What follows belongs to an exercise in optimizing a design on an open flow for small area and a short achievable clock period; a production flow would make more cautious choices.
In this exercise RTL edits were held to simulation tests only and were not proved equivalent to the original.
Power figures rest on the tool's default switching activity, not on a simulated workload.

==> flow/design.v, too long to show whole: its modules and the start of the top module <==
// module audio_ice40_fc_mac_array: 1147 lines
// module fcm_accadd: 11 lines
module audio_ice40_fc_mac_array #(
    parameter int DW         = 16,
    parameter int WW         = 16,
    parameter int AW         = 40,
    parameter int LANES      = 4,
    parameter int BIAS_DEPTH = 64,
    parameter int BIAS_SHIFT = 15
) (
    input  logic                          clk,
    input  logic                          reset,
    input  logic                          i_bias_we,
    input  logic [$clog2(BIAS_DEPTH)-1:0] i_bias_waddr,
    input  logic [LANES*16-1:0]           i_bias_wdata,
    input  logic [$clog2(BIAS_DEPTH)-1:0] i_bias_addr,
    input  logic                          i_init_bias,
    input  logic                          i_run,
    input  logic [DW-1:0]                 i_din,
    input  logic                          i_din_val,
    input  logic [LANES*WW-1:0]           i_weight,
    input  logic                          i_relu,
    input  logic [5:0]                    i_out_shift,
    input  logic                          i_shift,
    input  logic [15:0]                   i_cascade_in,
    output logic [15:0]                   o_cascade_out,
    output logic [LANES*16-1:0]           o_result,
    output logic                          o_done,
    output logic [LANES-1:0]              o_sat
);
  // ...
==> flow/flow/run.sh <==
#!/bin/bash
set -euo pipefail
export BUFFER_PORTS_ARGS="-buffer_cell sky130_fd_sc_hd__buf_4"
export CTS_ARGS="-sink_clustering_enable -repair_clock_nets -sink_clustering_size 30 -sink_clustering_max_diameter 90 -dont_use_dummy_load"
bash standard.sh > make_finish.log 2>&1
==> flow/standard.sh <==
#!/bin/bash
# synth_recipe.tcl (not shown) runs the flow's synth.tcl, then flattens the netlist and writes it again
# the make line also repeats each setting of config.mk as NAME=value (left out here)
make -C /OpenROAD-flow-scripts/flow DESIGN_CONFIG=/design/flow/config.mk WORK_HOME=/design/flow/orfs CLKGATE_MAP_FILE= SYNTH_SCRIPT=/design/flow/synth_recipe.tcl "${@:-finish}"
==> flow/config.mk <==
export PLATFORM = sky130hd
export DESIGN_NAME = audio_ice40_fc_mac_array
export DESIGN_NICKNAME = audio_ice40_fc_mac_array
export VERILOG_FILES = /design/flow/design.v
export SDC_FILE = /design/flow/constraint.sdc
export NUM_CORES = 4
export LEC_CHECK = 0
export CAP_MARGIN = 40
export CORE_MARGIN = 2
export CORE_UTILIZATION = 40
export PLACE_DENSITY = 0.72
export SETUP_SLACK_MARGIN = 4.0
export SLEW_MARGIN = 40
export SYNTH_HIERARCHICAL = 1
==> flow/constraint.sdc <==
create_clock -name core_clock -period 7.5 [get_ports {clk}]
set_input_delay 1.5000 -clock core_clock [delete_from_list [all_inputs] [get_ports {clk}]]
set_output_delay 1.5000 -clock core_clock [all_outputs]
set_load 0.01 [all_outputs]
==> notes.md, run 1 <==
* Status: timing/DRC/antenna clean
* Port-buffer cells at 270
* Via density per instance at 6.951
* P&R area growth vs syn at 10.88%
* Sw frac at 0.3695
* Top Layer Used: met5
* Num rows at about 260
* Number of synthesized flops with an enable pin at roughly 4100
* Leading cell kind: flip-flops and latches
* CTS Buf Count at 195
* RSZ-0062 raised after global routing: true
* Die Width at roughly 720 um
* Crit-path cells: buf_4 > nor2b_1 > nand2_1 > nor2_4 > buf_4 > a22o_1 > a221oi_1 > nand4_1 > nor3_1 > nand2_1
* Final setup violation count at 0
* Combinational cell power at around 28 mW
* Number of distinct library cells after synthesis at between 100 and 150
* Multiplexer share of the synthesized area at 0.02098
* Dpl cells at roughly 20000
* Core area at ~510000 um2
* Crit path depth at 10
* Flip-flop and latch area at roughly 140000 um2
* #MultiIn Comb at about 7600
* DRC Markers at 0
* Worst-path maximum fanout at 17
* Non-clk buf share at 0.04320
* CP Capture Point: bias_q[24]
* Sink Count at between 4000 and 5000
* Worst-Margin Slew at ~1.1 ns
* Sequential share of cell area at 0.6059
* Worst Hold Depth at 0
* Combinational power share at 0.380
* Seq/Total Area, Yosys at 0.6702
* Fin cells at 20770
* Post-synth top cells: edfxtp_1, a22oi_1, a221oi_1
==> run 2: changes to the inputs <==
--- a/flow/design.v
+++ b/flow/design.v
@@ -29,20 +29,21 @@
     logic [64*64-1:0]    mem_q;
     logic [63:0]         rsel;
     logic [63:0]         rdata;
     logic [63:0]         bias_q;
     logic                init_q;
     logic [7:0]          bone_q, btwo_q, bneg_q;
     logic [63:0]         w_q;
     logic                v_q, v1_q;
-    logic [39:0]         pa_d [4], pb_d [4];    
-    logic [30:0]         pa_q [4], pb_q [4];
+    logic [39:0]         pa_d [4], pb_d [4], pc_d [4];    
+    logic [39:0]         pa_q [4], pb_q [4], pc_q [4];
+    logic [39:0]         cs1_s [4], cs1_c [4];
+    logic [39:0]         cs_s [4], cs_c [4];
     logic [39:0]         acc_q [4];
-    logic [39:0]         acc_sum [4];
     logic [2:0]          run_q;
     logic                done_q;
     logic                cap;
     logic [3:0][15:0]    res_q, res_d, chain_q;
     logic [3:0]          sat_q, sat_d;
     assign cap = run_q[2] & ~run_q[1];
     for (genvar k = 0; k < 64; k++) begin : g_mem
         always_ff @(posedge clk) begin
@@ -64,18 +65,19 @@
             b2 = i_din[2*j+1];
             b1 = i_din[2*j];
             b0 = (j == 0) ? 1'b0 : i_din[2*j-1];
             bone_q[j] <= b1 ^ b0;
             btwo_q[j] <= (b2 & ~b1 & ~b0) | (~b2 & b1 & b0);
             bneg_q[j] <= b2;
         end
         for (int n = 0; n < 4; n++) begin
-            pa_q[n] <= pa_d[n][30:0];
-            pb_q[n] <= pb_d[n][30:0];
+            pa_q[n] <= pa_d[n];
+            pb_q[n] <= pb_d[n];
+            pc_q[n] <= pc_d[n];
         end
     end
     wire [16:0] pp0_0;
     assign pp0_0 = ({17{bone_q[0]}} & {w_q[15], w_q[15:0]} | {17{btwo_q[0]}} & {w_q[15:0], 1'b0}) ^ {17{bneg_q[0]}};
     wire [16:0] pp0_1;
     assign pp0_1 = ({17{bone_q[1]}} & {w_q[15], w_q[15:0]} | {17{btwo_q[1]}} & {w_q[15:0], 1'b0}) ^ {17{bneg_q[1]}};
     wire [16:0] pp0_2;
     assign pp0_2 = ({17{bone_q[2]}} & {w_q[15], w_q[15:0]} | {17{btwo_q[2]}} & {w_q[15:0], 1'b0}) ^ {17{bneg_q[2]}};
@@ -252,75 +254,21 @@
     wire m0_s161 = m0_s117 ^ pp0_7[10] ^ m0_c114;
     wire m0_c162 = (m0_s117 & pp0_7[10]) | (m0_s117 & m0_c114) | (pp0_7[10] & m0_c114);
     wire m0_s163 = m0_s119 ^ pp0_7[11] ^ 1'b1;
     wire m0_c164 = (m0_s119 & pp0_7[11]) | (m0_s119 & 1'b1) | (pp0_7[11] & 1'b1);
     wire m0_s165 = ~pp0_5[16] ^ pp0_6[14] ^ pp0_7[12];
     wire m0_c166 = (~pp0_5[16] & pp0_6[14]) | (~pp0_5[16] & pp0_7[12]) | (pp0_6[14] & pp0_7[12]);
     wire m0_s167 = pp0_6[15] ^ pp0_7[13];
     wire m0_c168 = pp0_6[15] & pp0_7[13];
-    wire m0_s169 = pp0_0[2] ^ pp0_1[0];
-    wire m0_c170 = pp0_0[2] & pp0_1[0];
-    wire m0_s171 = pp0_0[3] ^ pp0_1[1];
-    wire m0_c172 = pp0_0[3] & pp0_1[1];
-    wire m0_s173 = m0_s121 ^ pp0_2[0] ^ bneg_q[2];
-    wire m0_c174 = (m0_s121 & pp0_2[0]) | (m0_s121 & bneg_q[2]) | (pp0_2[0] & bneg_q[2]);
-    wire m0_s175 = m0_s123 ^ pp0_2[1] ^ m0_c122;
-    wire m0_c176 = (m0_s123 & pp0_2[1]) | (m0_s123 & m0_c122) | (pp0_2[1] & m0_c122);
-    wire m0_s177 = m0_s125 ^ bneg_q[3] ^ m0_c124;
-    wire m0_c178 = (m0_s125 & bneg_q[3]) | (m0_s125 & m0_c124) | (bneg_q[3] & m0_c124);
-    wire m0_s179 = m0_s127 ^ m0_c50 ^ m0_c126;
-    wire m0_c180 = (m0_s127 & m0_c50) | (m0_s127 & m0_c126) | (m0_c50 & m0_c126);
-    wire m0_s181 = m0_s129 ^ m0_c52 ^ m0_c128;
-    wire m0_c182 = (m0_s129 & m0_c52) | (m0_s129 & m0_c128) | (m0_c52 & m0_c128);
-    wire m0_s183 = m0_s131 ^ m0_c56 ^ m0_c130;
-    wire m0_c184 = (m0_s131 & m0_c56) | (m0_s131 & m0_c130) | (m0_c56 & m0_c130);
-    wire m0_s185 = m0_s133 ^ m0_c60 ^ m0_c132;
-    wire m0_c186 = (m0_s133 & m0_c60) | (m0_s133 & m0_c132) | (m0_c60 & m0_c132);
-    wire m0_s187 = m0_s135 ^ m0_c64 ^ m0_c134;
-    wire m0_c188 = (m0_s135 & m0_c64) | (m0_s135 & m0_c134) | (m0_c64 & m0_c134);
-    wire m0_s189 = m0_s137 ^ m0_c68 ^ m0_c136;
-    wire m0_c190 = (m0_s137 & m0_c68) | (m0_s137 & m0_c136) | (m0_c68 & m0_c136);
-    wire m0_s191 = m0_s139 ^ m0_c72 ^ m0_c138;
-    wire m0_c192 = (m0_s139 & m0_c72) | (m0_s139 & m0_c138) | (m0_c72 & m0_c138);
-    wire m0_s193 = m0_s141 ^ m0_c76 ^ m0_c140;
-    wire m0_c194 = (m0_s141 & m0_c76) | (m0_s141 & m0_c140) | (m0_c76 & m0_c140);
-    wire m0_s195 = m0_s143 ^ m0_c80 ^ m0_c142;
-    wire m0_c196 = (m0_s143 & m0_c80) | (m0_s143 & m0_c142) | (m0_c80 & m0_c142);
-    wire m0_s197 = m0_s145 ^ m0_c84 ^ m0_c144;
-    wire m0_c198 = (m0_s145 & m0_c84) | (m0_s145 & m0_c144) | (m0_c84 & m0_c144);
-    wire m0_s199 = m0_s147 ^ m0_c88 ^ m0_c146;
-    wire m0_c200 = (m0_s147 & m0_c88) | (m0_s147 & m0_c146) | (m0_c88 & m0_c146);
-    wire m0_s201 = m0_s149 ^ m0_c92 ^ m0_c148;
-    wire m0_c202 = (m0_s149 & m0_c92) | (m0_s149 & m0_c148) | (m0_c92 & m0_c148);
-    wire m0_s203 = m0_s151 ^ m0_c96 ^ m0_c150;
-    wire m0_c204 = (m0_s151 & m0_c96) | (m0_s151 & m0_c150) | (m0_c96 & m0_c150);
-    wire m0_s205 = m0_s153 ^ m0_c100 ^ m0_c152;
-    wire m0_c206 = (m0_s153 & m0_c100) | (m0_s153 & m0_c152) | (m0_c100 & m0_c152);
-    wire m0_s207 = m0_s155 ^ m0_c104 ^ m0_c154;
-    wire m0_c208 = (m0_s155 & m0_c104) | (m0_s155 & m0_c154) | (m0_c104 & m0_c154);
-    wire m0_s209 = m0_s157 ^ m0_c108 ^ m0_c156;
-    wire m0_c210 = (m0_s157 & m0_c108) | (m0_s157 & m0_c156) | (m0_c108 & m0_c156);
-    wire m0_s211 = m0_s159 ^ m0_c112 ^ m0_c158;
-    wire m0_c212 = (m0_s159 & m0_c112) | (m0_s159 & m0_c158) | (m0_c112 & m0_c158);
-    wire m0_s213 = m0_s161 ^ m0_c116 ^ m0_c160;
-    wire m0_c214 = (m0_s161 & m0_c116) | (m0_s161 & m0_c160) | (m0_c116 & m0_c160);
-    wire m0_s215 = m0_s163 ^ m0_c118 ^ m0_c162;
-    wire m0_c216 = (m0_s163 & m0_c118) | (m0_s163 & m0_c162) | (m0_c118 & m0_c162);
-    wire m0_s217 = m0_s165 ^ m0_c120 ^ m0_c164;
-    wire m0_c218 = (m0_s165 & m0_c120) | (m0_s165 & m0_c164) | (m0_c120 & m0_c164);
-    wire m0_s219 = m0_s167 ^ 1'b1 ^ m0_c166;
-    wire m0_c220 = (m0_s167 & 1'b1) | (m0_s167 & m0_c166) | (1'b1 & m0_c166);
-    wire m0_s221 = ~pp0_6[16] ^ pp0_7[14] ^ m0_c168;
-    wire m0_c222 = (~pp0_6[16] & pp0_7[14]) | (~pp0_6[16] & m0_c168) | (pp0_7[14] & m0_c168);
-    wire m0_s223 = pp0_7[15] ^ 1'b1;
-    wire m0_c224 = pp0_7[15] & 1'b1;
-    wire [39:0] ra0 = {1'b1, 1'b1, 1'b1, 1'b1, 1'b1, 1'b1, 1'b1, 1'b1, 1'b1, ~pp0_7[16], m0_s223, m0_s221, m0_s219, m0_s217, m0_s215, m0_s213, m0_s211, m0_s209, m0_s207, m0_s205, m0_s203, m0_s201, m0_s199, m0_s197, m0_s195, m0_s193, m0_s191, m0_s189, m0_s187, m0_s185, m0_s183, m0_s181, m0_s179, m0_s177, m0_s175, m0_s173, m0_s171, m0_s169, pp0_0[1], pp0_0[0]};
-    wire [39:0] rb0 = {1'b0, 1'b0, 1'b0, 1'b0, 1'b0, 1'b0, 1'b0, 1'b0, 1'b0, m0_c224, m0_c222, m0_c220, m0_c218, m0_c216, m0_c214, m0_c212, m0_c210, m0_c208, m0_c206, m0_c204, m0_c202, m0_c200, m0_c198, m0_c196, m0_c194, m0_c192, m0_c190, m0_c188, m0_c186, m0_c184, m0_c182, m0_c180, m0_c178, m0_c176, m0_c174, m0_c172, m0_c170, bneg_q[1], 1'b0, bneg_q[0]};
+    wire [39:0] ra0 = {1'b1, 1'b1, 1'b1, 1'b1, 1'b1, 1'b1, 1'b1, 1'b1, 1'b1, ~pp0_7[16], pp0_7[15], ~pp0_6[16], m0_s167, m0_s165, m0_s163, m0_s161, m0_s159, m0_s157, m0_s155, m0_s153, m0_s151, m0_s149, m0_s147, m0_s145, m0_s143, m0_s141, m0_s139, m0_s137, m0_s135, m0_s133, m0_s131, m0_s129, m0_s127, m0_s125, m0_s123, m0_s121, pp0_0[3], pp0_0[2], pp0_0[1], pp0_0[0]};
+    wire [39:0] rb0 = {1'b0, 1'b0, 1'b0, 1'b0, 1'b0, 1'b0, 1'b0, 1'b0, 1'b0, 1'b0, 1'b1, pp0_7[14], 1'b1, m0_c120, m0_c118, m0_c116, m0_c112, m0_c108, m0_c104, m0_c100, m0_c96, m0_c92, m0_c88, m0_c84, m0_c80, m0_c76, m0_c72, m0_c68, m0_c64, m0_c60, m0_c56, m0_c52, m0_c50, bneg_q[3], pp0_2[1], pp0_2[0], pp0_1[1], pp0_1[0], 1'b0, bneg_q[0]};
+    wire [39:0] rc0 = {1'b0, 1'b0, 1'b0, 1'b0, 1'b0, 1'b0, 1'b0, 1'b0, 1'b0, 1'b0, 1'b0, m0_c168, m0_c166, m0_c164, m0_c162, m0_c160, m0_c158, m0_c156, m0_c154, m0_c152, m0_c150, m0_c148, m0_c146, m0_c144, m0_c142, m0_c140, m0_c138, m0_c136, m0_c134, m0_c132, m0_c130, m0_c128, m0_c126, m0_c124, m0_c122, bneg_q[2], 1'b0, bneg_q[1], 1'b0, 1'b0};
     assign pa_d[0] = ra0;
+    assign pc_d[0] = rc0;
     assign pb_d[0] = rb0;
     wire [16:0] pp1_0;
     assign pp1_0 = ({17{bone_q[0]}} & {w_q[31], w_q[31:16]} | {17{btwo_q[0]}} & {w_q[31:16], 1'b0}) ^ {17{bneg_q[0]}};
     wire [16:0] pp1_1;
     assign pp1_1 = ({17{bone_q[1]}} & {w_q[31], w_q[31:16]} | {17{btwo_q[1]}} & {w_q[31:16], 1'b0}) ^ {17{bneg_q[1]}};
     wire [16:0] pp1_2;
     assign pp1_2 = ({17{bone_q[2]}} & {w_q[31], w_q[31:16]} | {17{btwo_q[2]}} & {w_q[31:16], 1'b0}) ^ {17{bneg_q[2]}};
     wire [16:0] pp1_3;
@@ -496,75 +444,21 @@
     wire m1_s161 = m1_s117 ^ pp1_7[10] ^ m1_c114;
     wire m1_c162 = (m1_s117 & pp1_7[10]) | (m1_s117 & m1_c114) | (pp1_7[10] & m1_c114);
     wire m1_s163 = m1_s119 ^ pp1_7[11] ^ 1'b1;
     wire m1_c164 = (m1_s119 & pp1_7[11]) | (m1_s119 & 1'b1) | (pp1_7[11] & 1'b1);
     wire m1_s165 = ~pp1_5[16] ^ pp1_6[14] ^ pp1_7[12];
     wire m1_c166 = (~pp1_5[16] & pp1_6[14]) | (~pp1_5[16] & pp1_7[12]) | (pp1_6[14] & pp1_7[12]);
     wire m1_s167 = pp1_6[15] ^ pp1_7[13];
     wire m1_c168 = pp1_6[15] & pp1_7[13];
-    wire m1_s169 = pp1_0[2] ^ pp1_1[0];
-    wire m1_c170 = pp1_0[2] & pp1_1[0];
-    wire m1_s171 = pp1_0[3] ^ pp1_1[1];
-    wire m1_c172 = pp1_0[3] & pp1_1[1];
-    wire m1_s173 = m1_s121 ^ pp1_2[0] ^ bneg_q[2];
-    wire m1_c174 = (m1_s121 & pp1_2[0]) | (m1_s121 & bneg_q[2]) | (pp1_2[0] & bneg_q[2]);
-    wire m1_s175 = m1_s123 ^ pp1_2[1] ^ m1_c122;
-    wire m1_c176 = (m1_s123 & pp1_2[1]) | (m1_s123 & m1_c122) | (pp1_2[1] & m1_c122);
-    wire m1_s177 = m1_s125 ^ bneg_q[3] ^ m1_c124;
-    wire m1_c178 = (m1_s125 & bneg_q[3]) | (m1_s125 & m1_c124) | (bneg_q[3] & m1_c124);
-    wire m1_s179 = m1_s127 ^ m1_c50 ^ m1_c126;
-    wire m1_c180 = (m1_s127 & m1_c50) | (m1_s127 & m1_c126) | (m1_c50 & m1_c126);
-    wire m1_s181 = m1_s129 ^ m1_c52 ^ m1_c128;
-    wire m1_c182 = (m1_s129 & m1_c52) | (m1_s129 & m1_c128) | (m1_c52 & m1_c128);
-    wire m1_s183 = m1_s131 ^ m1_c56 ^ m1_c130;
-    wire m1_c184 = (m1_s131 & m1_c56) | (m1_s131 & m1_c130) | (m1_c56 & m1_c130);
-    wire m1_s185 = m1_s133 ^ m1_c60 ^ m1_c132;
-    wire m1_c186 = (m1_s133 & m1_c60) | (m1_s133 & m1_c132) | (m1_c60 & m1_c132);
-    wire m1_s187 = m1_s135 ^ m1_c64 ^ m1_c134;
-    wire m1_c188 = (m1_s135 & m1_c64) | (m1_s135 & m1_c134) | (m1_c64 & m1_c134);
-    wire m1_s189 = m1_s137 ^ m1_c68 ^ m1_c136;
-    wire m1_c190 = (m1_s137 & m1_c68) | (m1_s137 & m1_c136) | (m1_c68 & m1_c136);
-    wire m1_s191 = m1_s139 ^ m1_c72 ^ m1_c138;
-    wire m1_c192 = (m1_s139 & m1_c72) | (m1_s139 & m1_c138) | (m1_c72 & m1_c138);
-    wire m1_s193 = m1_s141 ^ m1_c76 ^ m1_c140;
-    wire m1_c194 = (m1_s141 & m1_c76) | (m1_s141 & m1_c140) | (m1_c76 & m1_c140);
-    wire m1_s195 = m1_s143 ^ m1_c80 ^ m1_c142;
-    wire m1_c196 = (m1_s143 & m1_c80) | (m1_s143 & m1_c142) | (m1_c80 & m1_c142);
-    wire m1_s197 = m1_s145 ^ m1_c84 ^ m1_c144;
-    wire m1_c198 = (m1_s145 & m1_c84) | (m1_s145 & m1_c144) | (m1_c84 & m1_c144);
-    wire m1_s199 = m1_s147 ^ m1_c88 ^ m1_c146;
-    wire m1_c200 = (m1_s147 & m1_c88) | (m1_s147 & m1_c146) | (m1_c88 & m1_c146);
-    wire m1_s201 = m1_s149 ^ m1_c92 ^ m1_c148;
-    wire m1_c202 = (m1_s149 & m1_c92) | (m1_s149 & m1_c148) | (m1_c92 & m1_c148);
-    wire m1_s203 = m1_s151 ^ m1_c96 ^ m1_c150;
-    wire m1_c204 = (m1_s151 & m1_c96) | (m1_s151 & m1_c150) | (m1_c96 & m1_c150);
-    wire m1_s205 = m1_s153 ^ m1_c100 ^ m1_c152;
-    wire m1_c206 = (m1_s153 & m1_c100) | (m1_s153 & m1_c152) | (m1_c100 & m1_c152);
-    wire m1_s207 = m1_s155 ^ m1_c104 ^ m1_c154;
-    wire m1_c208 = (m1_s155 & m1_c104) | (m1_s155 & m1_c154) | (m1_c104 & m1_c154);
-    wire m1_s209 = m1_s157 ^ m1_c108 ^ m1_c156;
-    wire m1_c210 = (m1_s157 & m1_c108) | (m1_s157 & m1_c156) | (m1_c108 & m1_c156);
-    wire m1_s211 = m1_s159 ^ m1_c112 ^ m1_c158;
-    wire m1_c212 = (m1_s159 & m1_c112) | (m1_s159 & m1_c158) | (m1_c112 & m1_c158);
-    wire m1_s213 = m1_s161 ^ m1_c116 ^ m1_c160;
-    wire m1_c214 = (m1_s161 & m1_c116) | (m1_s161 & m1_c160) | (m1_c116 & m1_c160);
-    wire m1_s215 = m1_s163 ^ m1_c118 ^ m1_c162;
-    wire m1_c216 = (m1_s163 & m1_c118) | (m1_s163 & m1_c162) | (m1_c118 & m1_c162);
-    wire m1_s217 = m1_s165 ^ m1_c120 ^ m1_c164;
-    wire m1_c218 = (m1_s165 & m1_c120) | (m1_s165 & m1_c164) | (m1_c120 & m1_c164);
-    wire m1_s219 = m1_s167 ^ 1'b1 ^ m1_c166;
-    wire m1_c220 = (m1_s167 & 1'b1) | (m1_s167 & m1_c166) | (1'b1 & m1_c166);
-    wire m1_s221 = ~pp1_6[16] ^ pp1_7[14] ^ m1_c168;
-    wire m1_c222 = (~pp1_6[16] & pp1_7[14]) | (~pp1_6[16] & m1_c168) | (pp1_7[14] & m1_c168);
-    wire m1_s223 = pp1_7[15] ^ 1'b1;
-    wire m1_c224 = pp1_7[15] & 1'b1;
-    wire [39:0] ra1 = {1'b1, 1'b1, 1'b1, 1'b1, 1'b1, 1'b1, 1'b1, 1'b1, 1'b1, ~pp1_7[16], m1_s223, m1_s221, m1_s219, m1_s217, m1_s215, m1_s213, m1_s211, m1_s209, m1_s207, m1_s205, m1_s203, m1_s201, m1_s199, m1_s197, m1_s195, m1_s193, m1_s191, m1_s189, m1_s187, m1_s185, m1_s183, m1_s181, m1_s179, m1_s177, m1_s175, m1_s173, m1_s171, m1_s169, pp1_0[1], pp1_0[0]};
-    wire [39:0] rb1 = {1'b0, 1'b0, 1'b0, 1'b0, 1'b0, 1'b0, 1'b0, 1'b0, 1'b0, m1_c224, m1_c222, m1_c220, m1_c218, m1_c216, m1_c214, m1_c212, m1_c210, m1_c208, m1_c206, m1_c204, m1_c202, m1_c200, m1_c198, m1_c196, m1_c194, m1_c192, m1_c190, m1_c188, m1_c186, m1_c184, m1_c182, m1_c180, m1_c178, m1_c176, m1_c174, m1_c172, m1_c170, bneg_q[1], 1'b0, bneg_q[0]};
+    wire [39:0] ra1 = {1'b1, 1'b1, 1'b1, 1'b1, 1'b1, 1'b1, 1'b1, 1'b1, 1'b1, ~pp1_7[16], pp1_7[15], ~pp1_6[16], m1_s167, m1_s165, m1_s163, m1_s161, m1_s159, m1_s157, m1_s155, m1_s153, m1_s151, m1_s149, m1_s147, m1_s145, m1_s143, m1_s141, m1_s139, m1_s137, m1_s135, m1_s133, m1_s131, m1_s129, m1_s127, m1_s125, m1_s123, m1_s121, pp1_0[3], pp1_0[2], pp1_0[1], pp1_0[0]};
+    wire [39:0] rb1 = {1'b0, 1'b0, 1'b0, 1'b0, 1'b0, 1'b0, 1'b0, 1'b0, 1'b0, 1'b0, 1'b1, pp1_7[14], 1'b1, m1_c120, m1_c118, m1_c116, m1_c112, m1_c108, m1_c104, m1_c100, m1_c96, m1_c92, m1_c88, m1_c84, m1_c80, m1_c76, m1_c72, m1_c68, m1_c64, m1_c60, m1_c56, m1_c52, m1_c50, bneg_q[3], pp1_2[1], pp1_2[0], pp1_1[1], pp1_1[0], 1'b0, bneg_q[0]};
+    wire [39:0] rc1 = {1'b0, 1'b0, 1'b0, 1'b0, 1'b0, 1'b0, 1'b0, 1'b0, 1'b0, 1'b0, 1'b0, m1_c168, m1_c166, m1_c164, m1_c162, m1_c160, m1_c158, m1_c156, m1_c154, m1_c152, m1_c150, m1_c148, m1_c146, m1_c144, m1_c142, m1_c140, m1_c138, m1_c136, m1_c134, m1_c132, m1_c130, m1_c128, m1_c126, m1_c124, m1_c122, bneg_q[2], 1'b0, bneg_q[1], 1'b0, 1'b0};
     assign pa_d[1] = ra1;
+    assign pc_d[1] = rc1;
     assign pb_d[1] = rb1;
     wire [16:0] pp2_0;
     assign pp2_0 = ({17{bone_q[0]}} & {w_q[47], w_q[47:32]} | {17{btwo_q[0]}} & {w_q[47:32], 1'b0}) ^ {17{bneg_q[0]}};
     wire [16:0] pp2_1;
     assign pp2_1 = ({17{bone_q[1]}} & {w_q[47], w_q[47:32]} | {17{btwo_q[1]}} & {w_q[47:32], 1'b0}) ^ {17{bneg_q[1]}};
     wire [16:0] pp2_2;
     assign pp2_2 = ({17{bone_q[2]}} & {w_q[47], w_q[47:32]} | {17{btwo_q[2]}} & {w_q[47:32], 1'b0}) ^ {17{bneg_q[2]}};
     wire [16:0] pp2_3;
@@ -740,75 +634,21 @@
     wire m2_s161 = m2_s117 ^ pp2_7[10] ^ m2_c114;
     wire m2_c162 = (m2_s117 & pp2_7[10]) | (m2_s117 & m2_c114) | (pp2_7[10] & m2_c114);
     wire m2_s163 = m2_s119 ^ pp2_7[11] ^ 1'b1;
     wire m2_c164 = (m2_s119 & pp2_7[11]) | (m2_s119 & 1'b1) | (pp2_7[11] & 1'b1);
     wire m2_s165 = ~pp2_5[16] ^ pp2_6[14] ^ pp2_7[12];
     wire m2_c166 = (~pp2_5[16] & pp2_6[14]) | (~pp2_5[16] & pp2_7[12]) | (pp2_6[14] & pp2_7[12]);
     wire m2_s167 = pp2_6[15] ^ pp2_7[13];
     wire m2_c168 = pp2_6[15] & pp2_7[13];
-    wire m2_s169 = pp2_0[2] ^ pp2_1[0];
-    wire m2_c170 = pp2_0[2] & pp2_1[0];
-    wire m2_s171 = pp2_0[3] ^ pp2_1[1];
-    wire m2_c172 = pp2_0[3] & pp2_1[1];
-    wire m2_s173 = m2_s121 ^ pp2_2[0] ^ bneg_q[2];
-    wire m2_c174 = (m2_s121 & pp2_2[0]) | (m2_s121 & bneg_q[2]) | (pp2_2[0] & bneg_q[2]);
-    wire m2_s175 = m2_s123 ^ pp2_2[1] ^ m2_c122;
-    wire m2_c176 = (m2_s123 & pp2_2[1]) | (m2_s123 & m2_c122) | (pp2_2[1] & m2_c122);
-    wire m2_s177 = m2_s125 ^ bneg_q[3] ^ m2_c124;
-    wire m2_c178 = (m2_s125 & bneg_q[3]) | (m2_s125 & m2_c124) | (bneg_q[3] & m2_c124);
-    wire m2_s179 = m2_s127 ^ m2_c50 ^ m2_c126;
-    wire m2_c180 = (m2_s127 & m2_c50) | (m2_s127 & m2_c126) | (m2_c50 & m2_c126);
-    wire m2_s181 = m2_s129 ^ m2_c52 ^ m2_c128;
-    wire m2_c182 = (m2_s129 & m2_c52) | (m2_s129 & m2_c128) | (m2_c52 & m2_c128);
-    wire m2_s183 = m2_s131 ^ m2_c56 ^ m2_c130;
-    wire m2_c184 = (m2_s131 & m2_c56) | (m2_s131 & m2_c130) | (m2_c56 & m2_c130);
-    wire m2_s185 = m2_s133 ^ m2_c60 ^ m2_c132;
-    wire m2_c186 = (m2_s133 & m2_c60) | (m2_s133 & m2_c132) | (m2_c60 & m2_c132);
-    wire m2_s187 = m2_s135 ^ m2_c64 ^ m2_c134;
-    wire m2_c188 = (m2_s135 & m2_c64) | (m2_s135 & m2_c134) | (m2_c64 & m2_c134);
-    wire m2_s189 = m2_s137 ^ m2_c68 ^ m2_c136;
-    wire m2_c190 = (m2_s137 & m2_c68) | (m2_s137 & m2_c136) | (m2_c68 & m2_c136);
-    wire m2_s191 = m2_s139 ^ m2_c72 ^ m2_c138;
-    wire m2_c192 = (m2_s139 & m2_c72) | (m2_s139 & m2_c138) | (m2_c72 & m2_c138);
-    wire m2_s193 = m2_s141 ^ m2_c76 ^ m2_c140;
-    wire m2_c194 = (m2_s141 & m2_c76) | (m2_s141 & m2_c140) | (m2_c76 & m2_c140);
-    wire m2_s195 = m2_s143 ^ m2_c80 ^ m2_c142;
-    wire m2_c196 = (m2_s143 & m2_c80) | (m2_s143 & m2_c142) | (m2_c80 & m2_c142);
-    wire m2_s197 = m2_s145 ^ m2_c84 ^ m2_c144;
-    wire m2_c198 = (m2_s145 & m2_c84) | (m2_s145 & m2_c144) | (m2_c84 & m2_c144);
-    wire m2_s199 = m2_s147 ^ m2_c88 ^ m2_c146;
-    wire m2_c200 = (m2_s147 & m2_c88) | (m2_s147 & m2_c146) | (m2_c88 & m2_c146);
-    wire m2_s201 = m2_s149 ^ m2_c92 ^ m2_c148;
-    wire m2_c202 = (m2_s149 & m2_c92) | (m2_s149 & m2_c148) | (m2_c92 & m2_c148);
-    wire m2_s203 = m2_s151 ^ m2_c96 ^ m2_c150;
-    wire m2_c204 = (m2_s151 & m2_c96) | (m2_s151 & m2_c150) | (m2_c96 & m2_c150);
-    wire m2_s205 = m2_s153 ^ m2_c100 ^ m2_c152;
-    wire m2_c206 = (m2_s153 & m2_c100) | (m2_s153 & m2_c152) | (m2_c100 & m2_c152);
-    wire m2_s207 = m2_s155 ^ m2_c104 ^ m2_c154;
-    wire m2_c208 = (m2_s155 & m2_c104) | (m2_s155 & m2_c154) | (m2_c104 & m2_c154);
-    wire m2_s209 = m2_s157 ^ m2_c108 ^ m2_c156;
-    wire m2_c210 = (m2_s157 & m2_c108) | (m2_s157 & m2_c156) | (m2_c108 & m2_c156);
-    wire m2_s211 = m2_s159 ^ m2_c112 ^ m2_c158;
-    wire m2_c212 = (m2_s159 & m2_c112) | (m2_s159 & m2_c158) | (m2_c112 & m2_c158);
-    wire m2_s213 = m2_s161 ^ m2_c116 ^ m2_c160;
-    wire m2_c214 = (m2_s161 & m2_c116) | (m2_s161 & m2_c160) | (m2_c116 & m2_c160);
-    wire m2_s215 = m2_s163 ^ m2_c118 ^ m2_c162;
-    wire m2_c216 = (m2_s163 & m2_c118) | (m2_s163 & m2_c162) | (m2_c118 & m2_c162);
-    wire m2_s217 = m2_s165 ^ m2_c120 ^ m2_c164;
-    wire m2_c218 = (m2_s165 & m2_c120) | (m2_s165 & m2_c164) | (m2_c120 & m2_c164);
-    wire m2_s219 = m2_s167 ^ 1'b1 ^ m2_c166;
-    wire m2_c220 = (m2_s167 & 1'b1) | (m2_s167 & m2_c166) | (1'b1 & m2_c166);
-    wire m2_s221 = ~pp2_6[16] ^ pp2_7[14] ^ m2_c168;
-    wire m2_c222 = (~pp2_6[16] & pp2_7[14]) | (~pp2_6[16] & m2_c168) | (pp2_7[14] & m2_c168);
-    wire m2_s223 = pp2_7[15] ^ 1'b1;
-    wire m2_c224 = pp2_7[15] & 1'b1;
-    wire [39:0] ra2 = {1'b1, 1'b1, 1'b1, 1'b1, 1'b1, 1'b1, 1'b1, 1'b1, 1'b1, ~pp2_7[16], m2_s223, m2_s221, m2_s219, m2_s217, m2_s215, m2_s213, m2_s211, m2_s209, m2_s207, m2_s205, m2_s203, m2_s201, m2_s199, m2_s197, m2_s195, m2_s193, m2_s191, m2_s189, m2_s187, m2_s185, m2_s183, m2_s181, m2_s179, m2_s177, m2_s175, m2_s173, m2_s171, m2_s169, pp2_0[1], pp2_0[0]};
-    wire [39:0] rb2 = {1'b0, 1'b0, 1'b0, 1'b0, 1'b0, 1'b0, 1'b0, 1'b0, 1'b0, m2_c224, m2_c222, m2_c220, m2_c218, m2_c216, m2_c214, m2_c212, m2_c210, m2_c208, m2_c206, m2_c204, m2_c202, m2_c200, m2_c198, m2_c196, m2_c194, m2_c192, m2_c190, m2_c188, m2_c186, m2_c184, m2_c182, m2_c180, m2_c178, m2_c176, m2_c174, m2_c172, m2_c170, bneg_q[1], 1'b0, bneg_q[0]};
+    wire [39:0] ra2 = {1'b1, 1'b1, 1'b1, 1'b1, 1'b1, 1'b1, 1'b1, 1'b1, 1'b1, ~pp2_7[16], pp2_7[15], ~pp2_6[16], m2_s167, m2_s165, m2_s163, m2_s161, m2_s159, m2_s157, m2_s155, m2_s153, m2_s151, m2_s149, m2_s147, m2_s145, m2_s143, m2_s141, m2_s139, m2_s137, m2_s135, m2_s133, m2_s131, m2_s129, m2_s127, m2_s125, m2_s123, m2_s121, pp2_0[3], pp2_0[2], pp2_0[1], pp2_0[0]};
+    wire [39:0] rb2 = {1'b0, 1'b0, 1'b0, 1'b0, 1'b0, 1'b0, 1'b0, 1'b0, 1'b0, 1'b0, 1'b1, pp2_7[14], 1'b1, m2_c120, m2_c118, m2_c116, m2_c112, m2_c108, m2_c104, m2_c100, m2_c96, m2_c92, m2_c88, m2_c84, m2_c80, m2_c76, m2_c72, m2_c68, m2_c64, m2_c60, m2_c56, m2_c52, m2_c50, bneg_q[3], pp2_2[1], pp2_2[0], pp2_1[1], pp2_1[0], 1'b0, bneg_q[0]};
+    wire [39:0] rc2 = {1'b0, 1'b0, 1'b0, 1'b0, 1'b0, 1'b0, 1'b0, 1'b0, 1'b0, 1'b0, 1'b0, m2_c168, m2_c166, m2_c164, m2_c162, m2_c160, m2_c158, m2_c156, m2_c154, m2_c152, m2_c150, m2_c148, m2_c146, m2_c144, m2_c142, m2_c140, m2_c138, m2_c136, m2_c134, m2_c132, m2_c130, m2_c128, m2_c126, m2_c124, m2_c122, bneg_q[2], 1'b0, bneg_q[1], 1'b0, 1'b0};
     assign pa_d[2] = ra2;
+    assign pc_d[2] = rc2;
     assign pb_d[2] = rb2;
     wire [16:0] pp3_0;
     assign pp3_0 = ({17{bone_q[0]}} & {w_q[63], w_q[63:48]} | {17{btwo_q[0]}} & {w_q[63:48], 1'b0}) ^ {17{bneg_q[0]}};
     wire [16:0] pp3_1;
     assign pp3_1 = ({17{bone_q[1]}} & {w_q[63], w_q[63:48]} | {17{btwo_q[1]}} & {w_q[63:48], 1'b0}) ^ {17{bneg_q[1]}};
     wire [16:0] pp3_2;
     assign pp3_2 = ({17{bone_q[2]}} & {w_q[63], w_q[63:48]} | {17{btwo_q[2]}} & {w_q[63:48], 1'b0}) ^ {17{bneg_q[2]}};
     wire [16:0] pp3_3;
@@ -984,80 +824,69 @@
     wire m3_s161 = m3_s117 ^ pp3_7[10] ^ m3_c114;
     wire m3_c162 = (m3_s117 & pp3_7[10]) | (m3_s117 & m3_c114) | (pp3_7[10] & m3_c114);
     wire m3_s163 = m3_s119 ^ pp3_7[11] ^ 1'b1;
     wire m3_c164 = (m3_s119 & pp3_7[11]) | (m3_s119 & 1'b1) | (pp3_7[11] & 1'b1);
     wire m3_s165 = ~pp3_5[16] ^ pp3_6[14] ^ pp3_7[12];
     wire m3_c166 = (~pp3_5[16] & pp3_6[14]) | (~pp3_5[16] & pp3_7[12]) | (pp3_6[14] & pp3_7[12]);
     wire m3_s167 = pp3_6[15] ^ pp3_7[13];
     wire m3_c168 = pp3_6[15] & pp3_7[13];
-    wire m3_s169 = pp3_0[2] ^ pp3_1[0];
-    wire m3_c170 = pp3_0[2] & pp3_1[0];
-    wire m3_s171 = pp3_0[3] ^ pp3_1[1];
-    wire m3_c172 = pp3_0[3] & pp3_1[1];
-    wire m3_s173 = m3_s121 ^ pp3_2[0] ^ bneg_q[2];
-    wire m3_c174 = (m3_s121 & pp3_2[0]) | (m3_s121 & bneg_q[2]) | (pp3_2[0] & bneg_q[2]);
-    wire m3_s175 = m3_s123 ^ pp3_2[1] ^ m3_c122;
-    wire m3_c176 = (m3_s123 & pp3_2[1]) | (m3_s123 & m3_c122) | (pp3_2[1] & m3_c122);
-    wire m3_s177 = m3_s125 ^ bneg_q[3] ^ m3_c124;
-    wire m3_c178 = (m3_s125 & bneg_q[3]) | (m3_s125 & m3_c124) | (bneg_q[3] & m3_c124);
-    wire m3_s179 = m3_s127 ^ m3_c50 ^ m3_c126;
-    wire m3_c180 = (m3_s127 & m3_c50) | (m3_s127 & m3_c126) | (m3_c50 & m3_c126);
-    wire m3_s181 = m3_s129 ^ m3_c52 ^ m3_c128;
-    wire m3_c182 = (m3_s129 & m3_c52) | (m3_s129 & m3_c128) | (m3_c52 & m3_c128);
-    wire m3_s183 = m3_s131 ^ m3_c56 ^ m3_c130;
-    wire m3_c184 = (m3_s131 & m3_c56) | (m3_s131 & m3_c130) | (m3_c56 & m3_c130);
-    wire m3_s185 = m3_s133 ^ m3_c60 ^ m3_c132;
-    wire m3_c186 = (m3_s133 & m3_c60) | (m3_s133 & m3_c132) | (m3_c60 & m3_c132);
-    wire m3_s187 = m3_s135 ^ m3_c64 ^ m3_c134;
-    wire m3_c188 = (m3_s135 & m3_c64) | (m3_s135 & m3_c134) | (m3_c64 & m3_c134);
-    wire m3_s189 = m3_s137 ^ m3_c68 ^ m3_c136;
-    wire m3_c190 = (m3_s137 & m3_c68) | (m3_s137 & m3_c136) | (m3_c68 & m3_c136);
-    wire m3_s191 = m3_s139 ^ m3_c72 ^ m3_c138;
-    wire m3_c192 = (m3_s139 & m3_c72) | (m3_s139 & m3_c138) | (m3_c72 & m3_c138);
-    wire m3_s193 = m3_s141 ^ m3_c76 ^ m3_c140;
-    wire m3_c194 = (m3_s141 & m3_c76) | (m3_s141 & m3_c140) | (m3_c76 & m3_c140);
-    wire m3_s195 = m3_s143 ^ m3_c80 ^ m3_c142;
-    wire m3_c196 = (m3_s143 & m3_c80) | (m3_s143 & m3_c142) | (m3_c80 & m3_c142);
-    wire m3_s197 = m3_s145 ^ m3_c84 ^ m3_c144;
-    wire m3_c198 = (m3_s145 & m3_c84) | (m3_s145 & m3_c144) | (m3_c84 & m3_c144);
-    wire m3_s199 = m3_s147 ^ m3_c88 ^ m3_c146;
-    wire m3_c200 = (m3_s147 & m3_c88) | (m3_s147 & m3_c146) | (m3_c88 & m3_c146);
-    wire m3_s201 = m3_s149 ^ m3_c92 ^ m3_c148;
-    wire m3_c202 = (m3_s149 & m3_c92) | (m3_s149 & m3_c148) | (m3_c92 & m3_c148);
-    wire m3_s203 = m3_s151 ^ m3_c96 ^ m3_c150;
-    wire m3_c204 = (m3_s151 & m3_c96) | (m3_s151 & m3_c150) | (m3_c96 & m3_c150);
-    wire m3_s205 = m3_s153 ^ m3_c100 ^ m3_c152;
-    wire m3_c206 = (m3_s153 & m3_c100) | (m3_s153 & m3_c152) | (m3_c100 & m3_c152);
-    wire m3_s207 = m3_s155 ^ m3_c104 ^ m3_c154;
-    wire m3_c208 = (m3_s155 & m3_c104) | (m3_s155 & m3_c154) | (m3_c104 & m3_c154);
-    wire m3_s209 = m3_s157 ^ m3_c108 ^ m3_c156;
-    wire m3_c210 = (m3_s157 & m3_c108) | (m3_s157 & m3_c156) | (m3_c108 & m3_c156);
-    wire m3_s211 = m3_s159 ^ m3_c112 ^ m3_c158;
-    wire m3_c212 = (m3_s159 & m3_c112) | (m3_s159 & m3_c158) | (m3_c112 & m3_c158);
-    wire m3_s213 = m3_s161 ^ m3_c116 ^ m3_c160;
-    wire m3_c214 = (m3_s161 & m3_c116) | (m3_s161 & m3_c160) | (m3_c116 & m3_c160);
-    wire m3_s215 = m3_s163 ^ m3_c118 ^ m3_c162;
-    wire m3_c216 = (m3_s163 & m3_c118) | (m3_s163 & m3_c162) | (m3_c118 & m3_c162);
-    wire m3_s217 = m3_s165 ^ m3_c120 ^ m3_c164;
-    wire m3_c218 = (m3_s165 & m3_c120) | (m3_s165 & m3_c164) | (m3_c120 & m3_c164);
-    wire m3_s219 = m3_s167 ^ 1'b1 ^ m3_c166;
-    wire m3_c220 = (m3_s167 & 1'b1) | (m3_s167 & m3_c166) | (1'b1 & m3_c166);
-    wire m3_s221 = ~pp3_6[16] ^ pp3_7[14] ^ m3_c168;
-    wire m3_c222 = (~pp3_6[16] & pp3_7[14]) | (~pp3_6[16] & m3_c168) | (pp3_7[14] & m3_c168);
-    wire m3_s223 = pp3_7[15] ^ 1'b1;
-    wire m3_c224 = pp3_7[15] & 1'b1;
-    wire [39:0] ra3 = {1'b1, 1'b1, 1'b1, 1'b1, 1'b1, 1'b1, 1'b1, 1'b1, 1'b1, ~pp3_7[16], m3_s223, m3_s221, m3_s219, m3_s217, m3_s215, m3_s213, m3_s211, m3_s209, m3_s207, m3_s205, m3_s203, m3_s201, m3_s199, m3_s197, m3_s195, m3_s193, m3_s191, m3_s189, m3_s187, m3_s185, m3_s183, m3_s181, m3_s179, m3_s177, m3_s175, m3_s173, m3_s171, m3_s169, pp3_0[1], pp3_0[0]};
-    wire [39:0] rb3 = {1'b0, 1'b0, 1'b0, 1'b0, 1'b0, 1'b0, 1'b0, 1'b0, 1'b0, m3_c224, m3_c222, m3_c220, m3_c218, m3_c216, m3_c214, m3_c212, m3_c210, m3_c208, m3_c206, m3_c204, m3_c202, m3_c200, m3_c198, m3_c196, m3_c194, m3_c192, m3_c190, m3_c188, m3_c186, m3_c184, m3_c182, m3_c180, m3_c178, m3_c176, m3_c174, m3_c172, m3_c170, bneg_q[1], 1'b0, bneg_q[0]};
+    wire [39:0] ra3 = {1'b1, 1'b1, 1'b1, 1'b1, 1'b1, 1'b1, 1'b1, 1'b1, 1'b1, ~pp3_7[16], pp3_7[15], ~pp3_6[16], m3_s167, m3_s165, m3_s163, m3_s161, m3_s159, m3_s157, m3_s155, m3_s153, m3_s151, m3_s149, m3_s147, m3_s145, m3_s143, m3_s141, m3_s139, m3_s137, m3_s135, m3_s133, m3_s131, m3_s129, m3_s127, m3_s125, m3_s123, m3_s121, pp3_0[3], pp3_0[2], pp3_0[1], pp3_0[0]};
+    wire [39:0] rb3 = {1'b0, 1'b0, 1'b0, 1'b0, 1'b0, 1'b0, 1'b0, 1'b0, 1'b0, 1'b0, 1'b1, pp3_7[14], 1'b1, m3_c120, m3_c118, m3_c116, m3_c112, m3_c108, m3_c104, m3_c100, m3_c96, m3_c92, m3_c88, m3_c84, m3_c80, m3_c76, m3_c72, m3_c68, m3_c64, m3_c60, m3_c56, m3_c52, m3_c50, bneg_q[3], pp3_2[1], pp3_2[0], pp3_1[1], pp3_1[0], 1'b0, bneg_q[0]};
+    wire [39:0] rc3 = {1'b0, 1'b0, 1'b0, 1'b0, 1'b0, 1'b0, 1'b0, 1'b0, 1'b0, 1'b0, 1'b0, m3_c168, m3_c166, m3_c164, m3_c162, m3_c160, m3_c158, m3_c156, m3_c154, m3_c152, m3_c150, m3_c148, m3_c146, m3_c144, m3_c142, m3_c140, m3_c138, m3_c136, m3_c134, m3_c132, m3_c130, m3_c128, m3_c126, m3_c124, m3_c122, bneg_q[2], 1'b0, bneg_q[1], 1'b0, 1'b0};
     assign pa_d[3] = ra3;
+    assign pc_d[3] = rc3;
     assign pb_d[3] = rb3;
-    for (genvar n = 0; n < 4; n++) begin : g_lane
-        fcm_accadd u_add (
-            .acc(acc_q[n]), .pa({9'h1FF, pa_q[n]}), .pb({9'h000, pb_q[n]}), .sum(acc_sum[n])
-        );
+    always_comb begin
+        for (int n = 0; n < 4; n++) begin
+            cs1_s[n] = pa_q[n] ^ pb_q[n] ^ pc_q[n];
+            cs1_c[n] = {(pa_q[n][38:0] & pb_q[n][38:0]) | (pa_q[n][38:0] & pc_q[n][38:0]) | (pb_q[n][38:0] & pc_q[n][38:0]), 1'b0};
+            cs_s[n]  = acc_q[n] ^ cs1_s[n] ^ cs1_c[n];
+            cs_c[n]  = {(acc_q[n][38:0] & cs1_s[n][38:0]) | (acc_q[n][38:0] & cs1_c[n][38:0]) | (cs1_s[n][38:0] & cs1_c[n][38:0]), 1'b0};
+        end
+    end
+    logic [39:0] acc_sum [4];
+    always_comb begin
+        for (int n = 0; n < 4; n++) begin
+            logic [39:0] g [7];
+            logic [39:0] p [7];
+            g[0] = cs_s[n] & cs_c[n];
+            p[0] = cs_s[n] ^ cs_c[n];
+            for (int l = 0; l < 6; l++) begin
+                for (int i = 0; i < 40; i++) begin
+                    if (i >= (1 << l)) begin
+                        g[l+1][i] = g[l][i] | (p[l][i] & g[l][i - (1 << l)]);
+                        p[l+1][i] = p[l][i] & p[l][i - (1 << l)];
+                    end else begin
+                        g[l+1][i] = g[l][i];
+                        p[l+1][i] = p[l][i];
+                    end
+                end
+            end
+            acc_sum[n][0] = p[0][0];
+            for (int i = 1; i < 40; i++) acc_sum[n][i] = p[0][i] ^ g[6][i-1];
+        end
+    end
+    always_ff @(posedge clk or posedge reset) begin
+        if (reset) begin
+            v_q    <= 1'b0;
+            v1_q   <= 1'b0;
+            init_q <= 1'b0;
+            for (int n = 0; n < 4; n++) acc_q[n] <= '0;
+        end else begin
+            v_q    <= i_run & i_din_val;
+            v1_q   <= v_q;
+            init_q <= i_init_bias;
+            for (int n = 0; n < 4; n++) begin
+                if (init_q)
+                    acc_q[n] <= {{9{bias_q[16*n+15]}}, bias_q[16*n +: 16], 15'd0};
+                else if (v1_q)
+                    acc_q[n] <= acc_sum[n];
+            end
+        end
     end
     logic [23:0] sth;
     always_comb begin
         for (int j = 0; j < 24; j++) sth[j] = (i_out_shift <= 6'(j));
     end
     always_comb begin
         for (int n = 0; n < 4; n++) begin
             logic [39:0] a;
@@ -1100,34 +929,16 @@
             fits = ~|(nf & sth);
             rz  = i_relu & neg;
             sat_d[n] = ~rz & ~fits;
             res_d[n] = rz ? 16'h0000 : ~fits ? {neg, {15{~neg}}} : r;
         end
     end
     always_ff @(posedge clk or posedge reset) begin
         if (reset) begin
-            v_q    <= 1'b0;
-            v1_q   <= 1'b0;
-            init_q <= 1'b0;
-            for (int n = 0; n < 4; n++) acc_q[n] <= '0;
-        end else begin
-            v_q    <= i_run & i_din_val;
-            v1_q   <= v_q;
-            init_q <= i_init_bias;
-            for (int n = 0; n < 4; n++) begin
-                if (init_q)
-                    acc_q[n] <= {{9{bias_q[16*n+15]}}, bias_q[16*n +: 16], 15'd0};
-                else if (v1_q)
-                    acc_q[n] <= acc_sum[n];
-            end
-        end
-    end
-    always_ff @(posedge clk or posedge reset) begin
-        if (reset) begin
             run_q   <= '0;
             done_q  <= 1'b0;
             res_q   <= '0;
             chain_q <= '0;
             sat_q   <= '0;
         end else begin
             run_q  <= {run_q[1:0], i_run};
             done_q <= cap;
@@ -1140,19 +951,8 @@
             end
         end
     end
     assign o_result      = res_q;
     assign o_cascade_out = chain_q[3];
     assign o_done        = done_q;
     assign o_sat         = sat_q;
 endmodule
-module fcm_accadd (
-    input  logic [39:0] acc,
-    input  logic [39:0] pa,
-    input  logic [39:0] pb,
-    output logic [39:0] sum
-);
-    logic [39:0] s, c;
-    assign s   = acc ^ pa ^ pb;
-    assign c   = {(acc[38:0] & pa[38:0]) | (acc[38:0] & pb[38:0]) | (pa[38:0] & pb[38:0]), 1'b0};
-    assign sum = s + c;
-endmodule
==> flow/flow/run.sh (replaced) <==
#!/bin/bash
set -euo pipefail
export BUFFER_PORTS_ARGS="-buffer_cell sky130_fd_sc_hd__buf_4"
export CTS_ARGS="-sink_clustering_enable -repair_clock_nets -sink_clustering_size 20 -sink_clustering_max_diameter 60 -dont_use_dummy_load"
bash standard.sh > make_finish.log 2>&1
==> flow/config.mk (replaced) <==
export PLATFORM = sky130hd
export DESIGN_NAME = audio_ice40_fc_mac_array
export DESIGN_NICKNAME = audio_ice40_fc_mac_array
export VERILOG_FILES = /design/flow/design.v
export SDC_FILE = /design/flow/constraint.sdc
export NUM_CORES = 4
export LEC_CHECK = 0
export CAP_MARGIN = 20
export CORE_MARGIN = 2
export CORE_UTILIZATION = 40
export SETUP_SLACK_MARGIN = 4.0
export SLEW_MARGIN = 20
export TNS_END_PERCENT = 5
==> run 2 against run 1 <==
Net effect:
- clock-buffer cell count rose by 161
- global-route usage grew 1.3 points
- flip-flop and latch count grew 86
- final cell count fell by 2.8%
- critical endpoint is now acc_q[1][16]
- maximum frequency is 16% lower
- sequential share of layout area grew 1.3 points
- largest cell class unchanged
- setup slack worse by 0.68 ns
- critical path depth grew 5
- sequential power rose by 2%
- core utilization rose by 0.19 points
==> notes.md, run 2 <==
* Status: timing/DRC/antenna clean (unchanged)
* Combinational power share at 0.339 (was 0.380)
* CTS Buf Count at 356 (was 195)
* Synth async-reset ratio at 0.06138 (was 0.06249)
* Layout net count at 14330 (was 14890)
* Reg2reg end: acc_q[1][16] (was acc_q[3][39])
* Core area at 505800 um2 (was 513300 um2)
* RSZ-0062 raised after global routing: true (unchanged)
* Number of distinct library cells after synthesis at 88 (was 101)
* Crit path depth at 15 (was 10)
* Antenna viol nets, final at 0 (unchanged)
* CP top delay family: compound AO/OA/AOI/OAI gates (was simple AND/OR/NAND/NOR gates)
* Vias in the first global route at 127600 (was 133600)
* CP required at 8.35 ns (was 8.30 ns)
* NetSw at 26.33 mW (was 26.93 mW)
* Most common cell after layout, fill and taps aside: edfxtp_1 (unchanged)
* Initial antenna violation count at 75 (was 77)
* Dpl cells at 19700 (was 20300)
* DRC Markers at 0 (unchanged)
* Slew headroom at 0.1884 (was 0.2479)
* Flip-flop and latch area at 140100 um2 (was 138600 um2)
* Clock tree buffer depth at 4 (unchanged)
* CTS tree: built (unchanged)
* Crit-path cells: fa_1 > inv_1 > fa_1 > inv_2 > ha_4 > inv_1 > o21bai_1 > a21boi_0 > o21a_1 > o31ai_1 > a21oi_1 > o21ai_0 > xor2_1 > mux2i_1 > o21ai_0 (was buf_4 > nor2b_1 > nand2_1 > nor2_4 > buf_4 > a22o_1 > a221oi_1 > nand4_1 > nor3_1 > nand2_1)
* RR Startpoint: pc_q[0][4] (was acc_q[3][29])
* Max reg flops at 4096 (unchanged)
* Max VDD drop at 0.4020 mV (was 0.3514 mV)
* Layout cells sized above 1 at 0.1138 (was 0.1317)
* M3 GR Usage at 0.07390 (was 0.1078)
* Final setup violation count at 0 (unchanged)
* GR Layer Usage met1 at 0.4075 (was 0.3742)
* Maxcap violations at 0 (unchanged)
* Die height at 717.2 um (was 722.2 um)
* Clock transition at path regs at 0.08 ns (was 0.11 ns)
* Biggest register: mem_q (unchanged)
* FILL cells at 44130 (was 44330)
* Startpoint types: flop (was primary input)
* Worst min path class: flop to flop (unchanged)
* WL final at 858000 um (was 842000 um)
* Most Crowded Layer GR: met2 (unchanged)
* Synth Instances at 13300 (was 13830)
* Gpl congestion at 0.8944 (was 0.9316)
* Hold-fix buffers, CTS at 0 (unchanged)
* Largest area contributor in the netlist: edfxtp_1 (unchanged)
* Total power at 76.31 mW (was 72.87 mW)
* Number of synthesized flops with an enable pin at 4096 (unchanged)
* Largest cells by area after synthesis: edfxtp_1, dfxtp_1, fa_1 (was edfxtp_1, fa_1, dfxtp_1)
* Register-to-register setup slack at 3.21 ns (was 3.97 ns)
* GRT Overall Usage at 0.3237 (was 0.3107)
* Port-buffer cells at 270 (unchanged)
* DP HPWL at 465200 um (was 464600 um)
* Area after DPL at 215600 um2 (was 219100 um2)
* Clock power frac at 0.229 (was 0.173)
* Worst EP arrival at 5.14 ns (was 4.40 ns)
* Worst Path Buf+Inv at 3 (was 2)
* Worst r2r path cells at 15 (was 11)
* Num rows at 261 (was 263)
* Sw frac at 0.3451 (was 0.3695)
* Via density per instance at 6.864 (was 6.951)
* CP Capture Point: acc_q[1][16] (was bias_q[24])
* Seq pwr share at 0.433 (was 0.447)
* Crit path launch: pc_q[0][4] (was i_bias_addr[0])
* Minimum clock period at 4.293 ns (was 3.608 ns)
* Sink Count at 4871 (was 4785)
* Cell Area, Synth at 203400 um2 (was 206300 um2)
* Max-slew violations at 0 (unchanged)
* CP endpoint kind: flop (unchanged)
* Die Width at 717.2 um (was 722.2 um)
* Endpoints failing hold at 0 (unchanged)
* Largest net degree at the start of global routing at 154 (was 147)
* Post-DR wirelength/cell at 42.51 um (was 40.53 um)
* Slowest stage cell, crit path: xor2_1 (was nor2_4)
* PD cells at 337.1 nW/um2 (was 318.5 nW/um2)
* Clock Tree Root: clkbuf_16 (unchanged)
* Yosys top cell area share at 0.6046 (was 0.5961)
* Fin Setup TNS at 0 ns (unchanged)
* I/O pin count at 271 (unchanged)
* Worst-path maximum fanout at 4 (was 17)
* Setup CP Type: flop to flop (was primary input to flop)
* Clock latency (worst-skew pair) at 1.08 ns (was 1.04 ns)
* Global-route wire length before repair at 1138000 um (was 1122000 um)
* Vias at 138500 (was 144400)
* Met2 Resource Use GR at 0.5115 (was 0.4716)
* Fin cells at 20180 (was 20770)
* Iteration-0 DRC Markers at 24870 (was 28710)
* Post-synth top cells: edfxtp_1, a221oi_1, a22o_1 (was edfxtp_1, a22oi_1, a221oi_1)
* Flops & latches, synth at 4871 (was 4785)
* Post-layout instance area at 226400 um2 (was 228800 um2)
* # H-tree levels at 5 (was 4)
* Top FF cell, synth: edfxtp_1 (unchanged)
* DR pass1 iterations at 8 (was 6)
* Seq/Total Area, Yosys at 0.6882 (was 0.6702)
* Skew final at 0.1335 ns (was 0.1525 ns)
* Biggest regs: mem_q: 4096 flops, acc_q: 160 flops, pa_q: 124 flops (unchanged)
* GRT Residual Overflow at 0 (unchanged)
* Commonest cells after routing, fill and taps aside: edfxtp_1, a221oi_1, a22o_1, a22oi_1, buf_4 (was edfxtp_1, a22oi_1, a221oi_1, a22o_1, buf_4)
* Worst-Margin Slew at 1.217 ns (was 1.128 ns)
* Max Clock Freq at 0.2330 GHz (was 0.2772 GHz)
* Initial Util at 0.4022 (was 0.4019)
* Crit share post-route at 0.5723 (was 0.4810)
* Area of the multi-input gates at 60600 um2 (was 65080 um2)
* Avg Cell Area, Syn at 15.30 um2 (was 14.92 um2)
* Lkg Pwr at 75.31 nW (was 76.31 nW)
* Dominant cell by count in the synthesized netlist: edfxtp_1 (unchanged)
* Die area at 514300 um2 (was 521600 um2)
* P_int at 49.98 mW (was 45.94 mW)
* P&R area growth vs syn at 11.28% (was 10.88%)
* CP peak stage delay at 0.60 ns (was 0.69 ns)
* Ys Warns at 21 (was 18)
## run 2: cell count changes after synthesis, moves of 40 or more
cell | previous run | this run
a22oi_1 | 922 | 791
inv_1 | 459 | 289
a221oi_1 | 819 | 876
clkbuf_1 | 783 | 741
buf_2 | 57 | 17
nand4_1 | 341 | 299
nor2b_1 | 98 | 49
mux2i_1 | 284 | 203
a21oi_1 | 309 | 407
o22ai_1 | 81 | 39
xor2_1 | 308 | 266
a22o_1 | 812 | 871
dfxtp_1 | 390 | 476
## run 2: power by group through the flow
stage	Sequential, mW	Clock, mW	Combinational, mW
6_report	33.0	17.4	25.8
5_1_grt	33.1	18.2	28.4
4_1_cts	33.0	17.4	25.1
3_5_place_dp	33.6	0	23.6
3_3_place_gp	33.5	0	23.6
2_1_floorplan	32.2	0	17.1
## run 2: logic make-up after synthesis
| family | after synthesis | synth area share |
|---|---|---|
| buf+inv | 1240 | 0.02348 |
| flops | 4871 | 0.6882 |
| fa+ha+maj | 712 | 0.06076 |
| simple gates | 1701 | 0.04103 |
| compound gates | 3790 | 0.1412 |
| xor+xnor | 692 | 0.02979 |
| mux | 291 | 0.01548 |
## run 2: worst reg2reg max path, delay by kind of cell, from the launching register on
| family | cells | cell delay, ns |
|---|---|---|
| AOI/OAI and AO/OA | 7 | 1.44 |
| xor gates and xnor gates | 1 | 0.60 |
| DFF | 1 | 0.39 |
| adders and majority gates | 3 | 1.24 |
| muxes | 1 | 0.33 |
| buffers and inverters | 3 | 0.16 |
## run 2: final cells by class
type                            count  area share
Sequential cell                  4871      0.6190
Multi-Input combinational cell   7188      0.2677
Clock buffer                      356     0.03935
Tap cell                         6706     0.03706
Timing Repair Buffer              723     0.03150
Inverter                          289    0.004842
Antenna cell                       48   0.0005306
Timing Repair inverter              1  0.00003316
## run 2: worst min-delay path by stage
stage,start,endpoint,slack (ns),cells after the start
floorplan,bneg_q[0],pb_q[0][0],0.33,0
global placement,run_q[0],run_q[1],0.33,0
detailed placement,run_q[0],run_q[1],0.34,0
CTS,run_q[0],run_q[1],0.30,0
global route,run_q[0],run_q[1],0.30,0
finish,run_q[0],run_q[1],0.30,0
## run 2: through the flow
step	hold WS, ns	setup WS, ns	util
after CTS	0.3004	3.263	0.4455
after global routing	0.2956	3.140	0.4474
after floorplan	0.3290	2.027	-
after detailed placement	0.3364	1.650	0.4262
after global placement	0.3340	1.657	0.4260
final	0.2997	3.207	0.4475
## run 2: repair_timing
action                                  CTS  global route
setup buffers                            31            39
resized for setup                       127           163
pin swaps                                67            43
cloned                                    0             4
endpoints found under the setup margin  368           402
## run 2: layer usage
| layer | vias up | wire length, um | part of all wire |
|---|---|---|---|
| li1 | 52690 | - | - |
| met1 | 71230 | 294600 | 0.34 |
| met2 | 11820 | 391400 | 0.46 |
| met3 | 2776 | 110000 | 0.13 |
| met4 | 28 | 61880 | 0.072 |
| met5 | - | 176 | 0.00021 |

## port drivers added, routing unchanged
The results above use ideal ports. As a check the final layouts listed here were re-extracted and re-timed, cells and wires unchanged.
Step 1 sets driving cells, clkbuf_16 on the clock port and buf_2 on the other inputs (assumed; they add their load-dependent delay and slew).
Step 2 moves the port delays by t, midway between the first and last clock arrival at a register: inputs arrive t later, outputs are due t later. That takes back most of the time a late clock gives input paths.
Three values: ideal ports, drivers, drivers and shift; two values: the first two.
| run | t, ns | setup WS [ns] | worst setup path after step 2 | latest minus earliest clock arrival (ns) | cell pins on the clock port's net |
|---|---|---|---|---|---|
| run 1 | 1.061 | 3.892 / 3.865 / 2.804 | input to register | 0.210 / 0.210 | 1 |
| run 2 | 1.149 | 3.207 / 3.207 / 2.397 | input to register | 0.156 / 0.156 | 1 |
After both steps setup and hold are still met in every run listed. For run 1, which loses most, drivers alone change the setup slack by -0.027 ns; drivers and shift together by -1.088 ns.
